What follows belongs to an exercise in optimizing a design on an open flow for a short achievable clock period and few clock cycles per item; a production flow would make more cautious choices.
RTL that was checked went through simulation tests only; none was proved equivalent to the original.
The clock port is modelled as an ideal driver, which makes a skipped or thinned clock tree look cheaper than it is; a real chip needs a root buffer or a tree.
Power figures rest on the tool's default switching activity, not on a simulated workload.

Design framebuffer_center_or_nn_scale_addr_top, start of the top module:
module framebuffer_center_or_nn_scale_addr_top #(
    parameter int unsigned MAX_CANVAS_DIM = 1024
) (
    input  logic        clk,
    input  logic        rst_n,
    input  logic        psel,
    input  logic        penable,
    input  logic        pwrite,
    input  logic [4:0]  paddr,
    input  logic [31:0] pwdata,
    output logic [31:0] prdata,
    output logic        pready,
    input  logic        req_valid,
    output logic        req_ready,
    input  logic        buffer_select,
    output logic        rsp_valid,
    input  logic        rsp_ready,
    output logic        status,
    output logic [19:0] source_index,
    output logic [19:0] dest_index,
    output logic        frame_last,
    output logic [31:0] control_word
);
    logic               cfg_ok, close_evt, clr_evt, rej, fits;
    logic [FsizeW-1:0]  fsize;
    logic [DimW-1:0]    wlim1, hlim1, djump, wdim;
    logic [DimW+1:0]    w3;
    logic [DimW+2:0]    w5;
    logic [IdxW-1:0]    drel0, srow0;
    logic [AccW-1:0]    cstep_e, cacc0, rstep_e, racc0;
    logic               a_valid, a_bsel, rsp_pop;
    assign pready = 1'b1;
    fbnn_cfg #(
        .MAX_CANVAS_DIM(MAX_CANVAS_DIM)
    ) u_cfg (
        .clk       (clk),
        .rst_n     (rst_n),
        .psel      (psel),
        .penable   (penable),
        .pwrite    (pwrite),
        .paddr     (paddr),
        .pwdata    (pwdata),
        .prdata    (prdata),
        .cfg_ok    (cfg_ok),
        .close_evt (close_evt),
        .clr_evt   (clr_evt),
        .rej       (rej),
  ...
==> flow/config.mk <==
export PLATFORM = sky130hd
export DESIGN_NAME = framebuffer_center_or_nn_scale_addr_top
export DESIGN_NICKNAME = framebuffer_center_or_nn_scale_addr_top
export VERILOG_FILES = /design/flow/design.v
export SDC_FILE = /design/flow/constraint.sdc
export NUM_CORES = 4
export LEC_CHECK = 0
export ABC_CLOCK_PERIOD_IN_PS = 2700
export CAP_MARGIN = 20
export CORE_MARGIN = 2
export CORE_UTILIZATION = 65
export SLEW_MARGIN = 20
==> flow/constraint.sdc <==
create_clock -name core_clock -period 10.0 [get_ports {clk}]
set_input_delay 2.0000 -clock core_clock [delete_from_list [all_inputs] [get_ports {clk}]]
set_output_delay 2.0000 -clock core_clock [all_outputs]
set_load 0.01 [all_outputs]
standard.sh (not shown) runs the stock make flow with config.mk's settings and CLKGATE_MAP_FILE= SYNTH_SCRIPT=/design/flow/synth_recipe.tcl, a recipe that flattens the netlist after the stock synthesis.
==> flow/flow/run.sh <==
#!/bin/bash
# Standard ORFS layout with two changes:
#  - timing repair aims at a shorter period than the clock's (repair_timing's
#    setup margin, from flow/margin.txt);
#  - the clock tree is a balanced two-level buffer tree built by
#    flow/clock_tree.tcl in place of TritonCTS (hooked in as PRE_CTS_TCL).
# All make/OpenROAD output goes to make.log; ORFS keeps per-step logs under orfs/logs.
set -euo pipefail
HERE=$(pwd)
MARGIN=$(cat flow/margin.txt)
bash standard.sh SETUP_SLACK_MARGIN=$MARGIN PRE_CTS_TCL=$HERE/flow/clock_tree.tcl finish > make.log 2>&1
Other scripts of this flow, unchanged in this note and not shown: flow/flow/clock_tree.tcl, flow/flow/margin.txt
The first run completed without violations.
Change:
Settings changed: CORE_UTILIZATION 65 to 40.
Design area is about the same.
Power falls by 1.3%.
Routed wire length came out higher by 1.6%.
Synthesized cell count stays the same.
No run of this note included a check of the RTL's function; only the layout flow was run. No run of this note takes its clock network from TritonCTS; it comes from the design's own scripts or RTL.

---

framebuffer_center_or_nn_scale_addr_top, a different RTL version from the one above (not shown whole).
Size: ~4,200 cells after synthesis, ~1,100 flip-flops, roughly 150 I/O pins.
==> flow/config.mk <==
export PLATFORM = sky130hd
export DESIGN_NAME = framebuffer_center_or_nn_scale_addr_top
export DESIGN_NICKNAME = framebuffer_center_or_nn_scale_addr_top
export VERILOG_FILES = /design/flow/design.v
export SDC_FILE = /design/flow/constraint.sdc
export NUM_CORES = 4
export LEC_CHECK = 0
export ABC_CLOCK_PERIOD_IN_PS = 2700
export CAP_MARGIN = 20
export CORE_MARGIN = 2
export CORE_UTILIZATION = 65
export SLEW_MARGIN = 20
==> flow/constraint.sdc <==
create_clock -name core_clock -period 10.0 [get_ports {clk}]
set_input_delay 2.0000 -clock core_clock [delete_from_list [all_inputs] [get_ports {clk}]]
set_output_delay 2.0000 -clock core_clock [all_outputs]
set_load 0.01 [all_outputs]
==> flow/flow/run.sh <==
#!/bin/bash
# Standard ORFS layout with these changes:
#  - timing repair aims at a shorter period than the clock's (repair_timing's
#    setup margin, from flow/margin.txt);
#  - before clock tree synthesis, each flip-flop that only drives an output
#    port's buffer is moved next to that buffer (flow/io_pull.tcl);
#  - the clock tree is a balanced two-level buffer tree built by
#    flow/clock_tree.tcl in place of TritonCTS.
# Both scripts run in the CTS step through its PRE_CTS_TCL hook (pre_cts.tcl).
# All make/OpenROAD output goes to make.log; ORFS keeps per-step logs under orfs/logs.
set -euo pipefail
HERE=$(pwd)
MARGIN=$(cat flow/margin.txt)
bash standard.sh SETUP_SLACK_MARGIN=$MARGIN PRE_CTS_TCL=$HERE/flow/pre_cts.tcl finish > make.log 2>&1
==> flow/flow/io_pull.tcl <==
# Move each flip-flop that drives an output port's buffer (and nothing else)
# next to that buffer, so the flip-flop's output wire is short; the buffer
# then drives the wire to the pin. Detailed placement legalizes afterwards.
set iop_block [ord::get_db_block]
set iop_core [$iop_block getCoreArea]
set iop_cx [expr {([$iop_core xMin] + [$iop_core xMax]) / 2}]
set iop_cy [expr {([$iop_core yMin] + [$iop_core yMax]) / 2}]
set iop_moved 0
foreach bterm [$iop_block getBTerms] {
  if {[$bterm getIoType] ne "OUTPUT"} { continue }
  set net [$bterm getNet]
  if {$net eq "NULL"} { continue }
  set buf ""
  foreach it [$net getITerms] { if {[$it isOutputSignal]} { set buf [$it getInst] } }
  if {$buf eq ""} { continue }
  set bin ""
  foreach it [$buf getITerms] { if {[$it isInputSignal]} { set bin $it } }
  if {$bin eq ""} { continue }
  set n2 [$bin getNet]
  if {$n2 eq "NULL"} { continue }
  set drv ""; set nl 0
  foreach it [$n2 getITerms] { if {[$it isOutputSignal]} { set drv [$it getInst] } else { incr nl } }
  if {$drv eq "" || $nl != 1} { continue }
  if {![string match "*__df*" [[$drv getMaster] getName]]} { continue }
  lassign [$buf getLocation] bx by
  set w [[$drv getMaster] getWidth]
  set x [expr {$bx < $iop_cx ? $bx + [[$buf getMaster] getWidth] : $bx - $w}]
  $drv setLocation $x $by
  incr iop_moved
}
puts "io_pull: moved $iop_moved output flip-flops next to their port buffers"
==> flow/flow/pre_cts.tcl <==
# Hook for the CTS step: place output flip-flops, then build the clock tree.
set pre_cts_dir [file dirname [info script]]
source [file join $pre_cts_dir io_pull.tcl]
source [file join $pre_cts_dir clock_tree.tcl]
Other scripts of this flow, unchanged in this note and not shown: flow/flow/clock_tree.tcl, flow/flow/margin.txt
The first run completed without violations.
Testbench counts at the start, summed over its fixed seeds: cycles 694,532, items 693,268.
==> next run, changes <==
==> flow/flow/run.sh (replaced) <==
#!/bin/bash
# Standard ORFS layout with two changes:
#  - timing repair aims at a shorter period than the clock's (repair_timing's
#    setup margin, from flow/margin.txt);
#  - the clock tree is a balanced two-level buffer tree built by
#    flow/clock_tree.tcl in place of TritonCTS (hooked in as PRE_CTS_TCL).
# All make/OpenROAD output goes to make.log; ORFS keeps per-step logs under orfs/logs.
set -euo pipefail
HERE=$(pwd)
MARGIN=$(cat flow/margin.txt)
bash standard.sh SETUP_SLACK_MARGIN=$MARGIN PRE_CTS_TCL=$HERE/flow/clock_tree.tcl finish > make.log 2>&1
- CORE_UTILIZATION: 65 -> 80
removed: flow/flow/io_pull.tcl
removed: flow/flow/pre_cts.tcl
The new run completed with no timing, DRC or antenna violations.
Global-route usage grows by 11 points.
Utilization rises by 17 points.
Sequential share of layout area goes down by 0.11 points.
Area after synthesis does not change.
Final cell count falls by a few percent.
Routed wire length grows by a quarter to a third.
==> next run, changes <==
- CORE_UTILIZATION: 80 -> 65
Register-to-register slack improved by 0.33 ns. Sequential power goes down by about 2%. Setup slack is better by 0.25 ns.
No run of this note takes its clock network from TritonCTS; it comes from the design's own scripts or RTL.

---

Another version of the RTL of framebuffer_center_or_nn_scale_addr_top (not shown whole).
Size: about 4300 cells after synthesis, roughly 1200 flip-flops, ~150 I/O pins, about 51000 sq um of cells after synthesis.
export LEC_CHECK = 0
export ABC_CLOCK_PERIOD_IN_PS = 2700
export CAP_MARGIN = 20
export CORE_MARGIN = 2
export CORE_UTILIZATION = 65
export SLEW_MARGIN = 20
create_clock -name core_clock -period 10.0 [get_ports {clk}]
==> flow/flow/run.sh <==
#!/bin/bash
# Standard ORFS layout with these changes:
#  - timing repair aims at a shorter period than the clock's (repair_timing's
#    setup margin, from flow/margin.txt);
#  - before clock tree synthesis, each flip-flop that only drives an output
#    port's buffer is moved next to that buffer (flow/io_pull.tcl);
#  - the clock tree is a balanced two-level inverter tree built by
#    flow/clock_tree.tcl in place of TritonCTS.
# Both scripts run in the CTS step through its PRE_CTS_TCL hook (pre_cts.tcl).
# All make/OpenROAD output goes to make.log; ORFS keeps per-step logs under orfs/logs.
set -euo pipefail
HERE=$(pwd)
MARGIN=$(cat flow/margin.txt)
bash standard.sh SETUP_SLACK_MARGIN=$MARGIN PRE_CTS_TCL=$HERE/flow/pre_cts.tcl finish > make.log 2>&1
==> flow/flow/margin.txt <==
7.5
Other scripts of this flow, unchanged in this note and not shown: flow/flow/clock_tree.tcl, flow/flow/io_pull.tcl, flow/flow/pre_cts.tcl
Testbench counts at the start, summed over its fixed seeds: cycles 694,592, items 693,268.
Next try:
==> flow/flow/margin.txt (replaced) <==
7.3
Effect: Utilization shrinks by 2.7 points; final cell count shrinks by 1.2%; clock skew shrinks by 15 ps; area after synthesis is unchanged; global-route usage shrinks by 0.29 points; final area shrinks by 3.7%; setup slack gains 19 ps; sequential power shrinks by about 0.7%; combinational power shrinks by 8.3%; total power shrinks by 3.8%.
In every run of this note, the design's own scripts or RTL, not TritonCTS, make the clock network.

---

Another version of the RTL of framebuffer_center_or_nn_scale_addr_top (not shown whole).
Size in the first run: about 3900 cells after synthesis, ~1100 flip-flops, ~47000 µm² of cells after synthesis.
export LEC_CHECK = 0
export ABC_CLOCK_PERIOD_IN_PS = 2700
export CAP_MARGIN = 20
export CORE_MARGIN = 2
export CORE_UTILIZATION = 40
export SLEW_MARGIN = 20
create_clock -name core_clock -period 10.0 [get_ports {clk}]
==> flow/flow/run.sh <==
#!/bin/bash
# Standard ORFS layout with two changes:
#  - timing repair aims at a shorter period than the clock's (repair_timing's
#    setup margin, from flow/margin.txt);
#  - the clock tree is a balanced two-level buffer tree built by
#    flow/clock_tree.tcl in place of TritonCTS (hooked in as PRE_CTS_TCL).
# All make/OpenROAD output goes to make.log; ORFS keeps per-step logs under orfs/logs.
set -euo pipefail
HERE=$(pwd)
MARGIN=$(cat flow/margin.txt)
bash standard.sh SETUP_SLACK_MARGIN=$MARGIN PRE_CTS_TCL=$HERE/flow/clock_tree.tcl finish > make.log 2>&1
==> flow/flow/clock_tree.tcl <==
set ct_leaf_size [expr {[info exists ::env(CT_LEAF_SIZE)] ? $::env(CT_LEAF_SIZE) : 32}]
set ct_roots     [expr {[info exists ::env(CT_ROOTS)] ? $::env(CT_ROOTS) : 4}]
set ct_leaf_cell [expr {[info exists ::env(CT_LEAF_CELL)] ? $::env(CT_LEAF_CELL) : "sky130_fd_sc_hd__clkbuf_16"}]
set ct_root_cell [expr {[info exists ::env(CT_ROOT_CELL)] ? $::env(CT_ROOT_CELL) : "sky130_fd_sc_hd__clkbuf_16"}]

proc ct_split {pts k} {
  # pts: list of {item x y}; returns k groups of nearly equal size.
  if {$k <= 1 || [llength $pts] <= 1} { return [list $pts] }
  set xs [lmap p $pts {lindex $p 1}]
  set ys [lmap p $pts {lindex $p 2}]
  set dx [expr {[tcl::mathfunc::max {*}$xs] - [tcl::mathfunc::min {*}$xs]}]
  set dy [expr {[tcl::mathfunc::max {*}$ys] - [tcl::mathfunc::min {*}$ys]}]
  set idx [expr {$dx >= $dy ? 1 : 2}]
  set sorted [lsort -real -index $idx $pts]
  set k1 [expr {$k / 2}]
  set k2 [expr {$k - $k1}]
  set n [llength $sorted]
  set n1 [expr {int(round(double($n) * $k1 / $k))}]
  set a [lrange $sorted 0 [expr {$n1 - 1}]]
  set b [lrange $sorted $n1 end]
  return [concat [ct_split $a $k1] [ct_split $b $k2]]
}

proc ct_centroid {grp} {
  set sx 0.0; set sy 0.0
  foreach p $grp { set sx [expr {$sx + [lindex $p 1]}]; set sy [expr {$sy + [lindex $p 2]}] }
  set n [llength $grp]
  return [list [expr {int($sx / $n)}] [expr {int($sy / $n)}]]
}

proc ct_place {inst xy} {
  set m [$inst getMaster]
  set x [expr {[lindex $xy 0] - [$m getWidth] / 2}]
  set y [expr {[lindex $xy 1] - [$m getHeight] / 2}]
  $inst setLocation $x $y
  $inst setPlacementStatus PLACED
}

set ct_block [ord::get_db_block]
set ct_db [ord::get_db]
set ct_port [$ct_block findBTerm clk]
set ct_net [$ct_port getNet]
set ct_leafm [$ct_db findMaster $ct_leaf_cell]
set ct_rootm [$ct_db findMaster $ct_root_cell]

set ct_sinks {}
foreach it [$ct_net getITerms] {
  set inst [$it getInst]
  lassign [$inst getLocation] x y
  set m [$inst getMaster]
  lappend ct_sinks [list $it [expr {$x + [$m getWidth] / 2}] [expr {$y + [$m getHeight] / 2}]]
}
set ct_n [llength $ct_sinks]
set ct_nleaf [expr {int(ceil(double($ct_n) / $ct_leaf_size))}]
if {$ct_nleaf < $ct_roots} { set ct_nleaf $ct_roots }
puts "clock_tree: $ct_n sinks, $ct_nleaf leaf buffers, $ct_roots root buffers"

# Leaf level.
set ct_leaves {}
set i 0
foreach grp [ct_split $ct_sinks $ct_nleaf] {
  set inst [odb::dbInst_create $ct_block $ct_leafm "clkleaf_$i"]
  set net [odb::dbNet_create $ct_block "clk_leaf_$i"]
  $net setSigType CLOCK
  [$inst findITerm X] connect $net
  foreach p $grp {
    set it [lindex $p 0]
    $it disconnect
    $it connect $net
  }
  set xy [ct_centroid $grp]
  ct_place $inst $xy
  lappend ct_leaves [list $inst {*}$xy]
  incr i
}

# Root level: the clock port drives the root buffers directly.
set i 0
foreach grp [ct_split $ct_leaves $ct_roots] {
  set inst [odb::dbInst_create $ct_block $ct_rootm "clkroot_$i"]
  set net [odb::dbNet_create $ct_block "clk_root_$i"]
  $net setSigType CLOCK
  [$inst findITerm A] connect $ct_net
  [$inst findITerm X] connect $net
  foreach p $grp {
    [[lindex $p 0] findITerm A] connect $net
  }
  ct_place $inst [ct_centroid $grp]
  incr i
}
$ct_net setSigType CLOCK

# Skip TritonCTS: the tree is built.
proc clock_tree_synthesis {args} { puts "clock_tree: TritonCTS skipped, tree built by clock_tree.tcl" }
set_propagated_clock [all_clocks]
Other scripts of this flow, unchanged in this note and not shown: flow/flow/margin.txt
The starting point passed the timing, design-rule and antenna checks.
Rerun with:
--- a/flow/flow/clock_tree.tcl
+++ b/flow/flow/clock_tree.tcl
@@ -1,2 +1,2 @@
-set ct_leaf_size [expr {[info exists ::env(CT_LEAF_SIZE)] ? $::env(CT_LEAF_SIZE) : 32}]
+set ct_leaf_size [expr {[info exists ::env(CT_LEAF_SIZE)] ? $::env(CT_LEAF_SIZE) : 24}]
 set ct_roots     [expr {[info exists ::env(CT_ROOTS)] ? $::env(CT_ROOTS) : 4}]
Clock skew drops by 19 ps. Synthesized cell count does not change. Wire length rose by 0.98%. Worst setup slack improved by 12 ps. Total power rises by 1.8%. Final area is higher by 0.62%. Clock power rises by 12%.
No functional check of the RTL was part of any run of this note. No run of this note takes its clock network from TritonCTS; it comes from the design's own scripts or RTL.

==> port drivers added, routing unchanged <==
The flow's constraints put no driver on any port. The routed layouts listed below were extracted and timed again, unchanged, in two steps.
Step 1, drivers: a clkbuf_16 drives clk and a buf_2 each remaining input, both assumed.
Step 2 adds t to the input delays and takes it off the output delays; t is the mean of the earliest and latest rising clock arrival at the registers after step 1. Input paths then give back, and output paths get back, about the clock's delay inside the block.
Three values: ideal ports, drivers, drivers and shift; two values: the first two.
| run | t (ns) | slack for setup (ns) | clock arrival spread, ns | cell pins on the clock port's net |
|---|---|---|---|---|
| the first run of note 1 | 0.568 | 7.015 / 6.878 / 6.710 | 0.021 / 0.021 | 4 |
| the second run of note 1 | 0.591 | 6.924 / 6.780 / 6.652 | 0.023 / 0.023 | 4 |
| the first run of note 2 | 0.565 | 7.106 / 6.945 / 6.770 | 0.030 / 0.030 | 4 |
| the second run of note 2 | 0.583 | 6.798 / 6.632 / 6.604 | 0.035 / 0.035 | 4 |
| the third run of note 2 | 0.568 | 7.047 / 6.888 / 6.857 | 0.023 / 0.023 | 4 |
| the first run of note 3 | 0.500 | 7.210 / 6.978 / 6.803 | 0.039 / 0.040 | 4 |
| the second run of note 3 | 0.506 | 7.229 / 6.990 / 6.872 | 0.026 / 0.028 | 4 |
| the first run of note 4 | 0.578 | 6.619 / 6.717 / 6.139 | 0.039 / 0.039 | 4 |
| the second run of note 4 | 0.590 | 6.631 / 6.730 / 6.140 | 0.022 / 0.022 | 4 |
After both steps setup and hold are still met in every run listed. The setup slack of the second run of note 4, which loses most, moves by +0.099 ns with the drivers and by -0.491 ns with both steps.
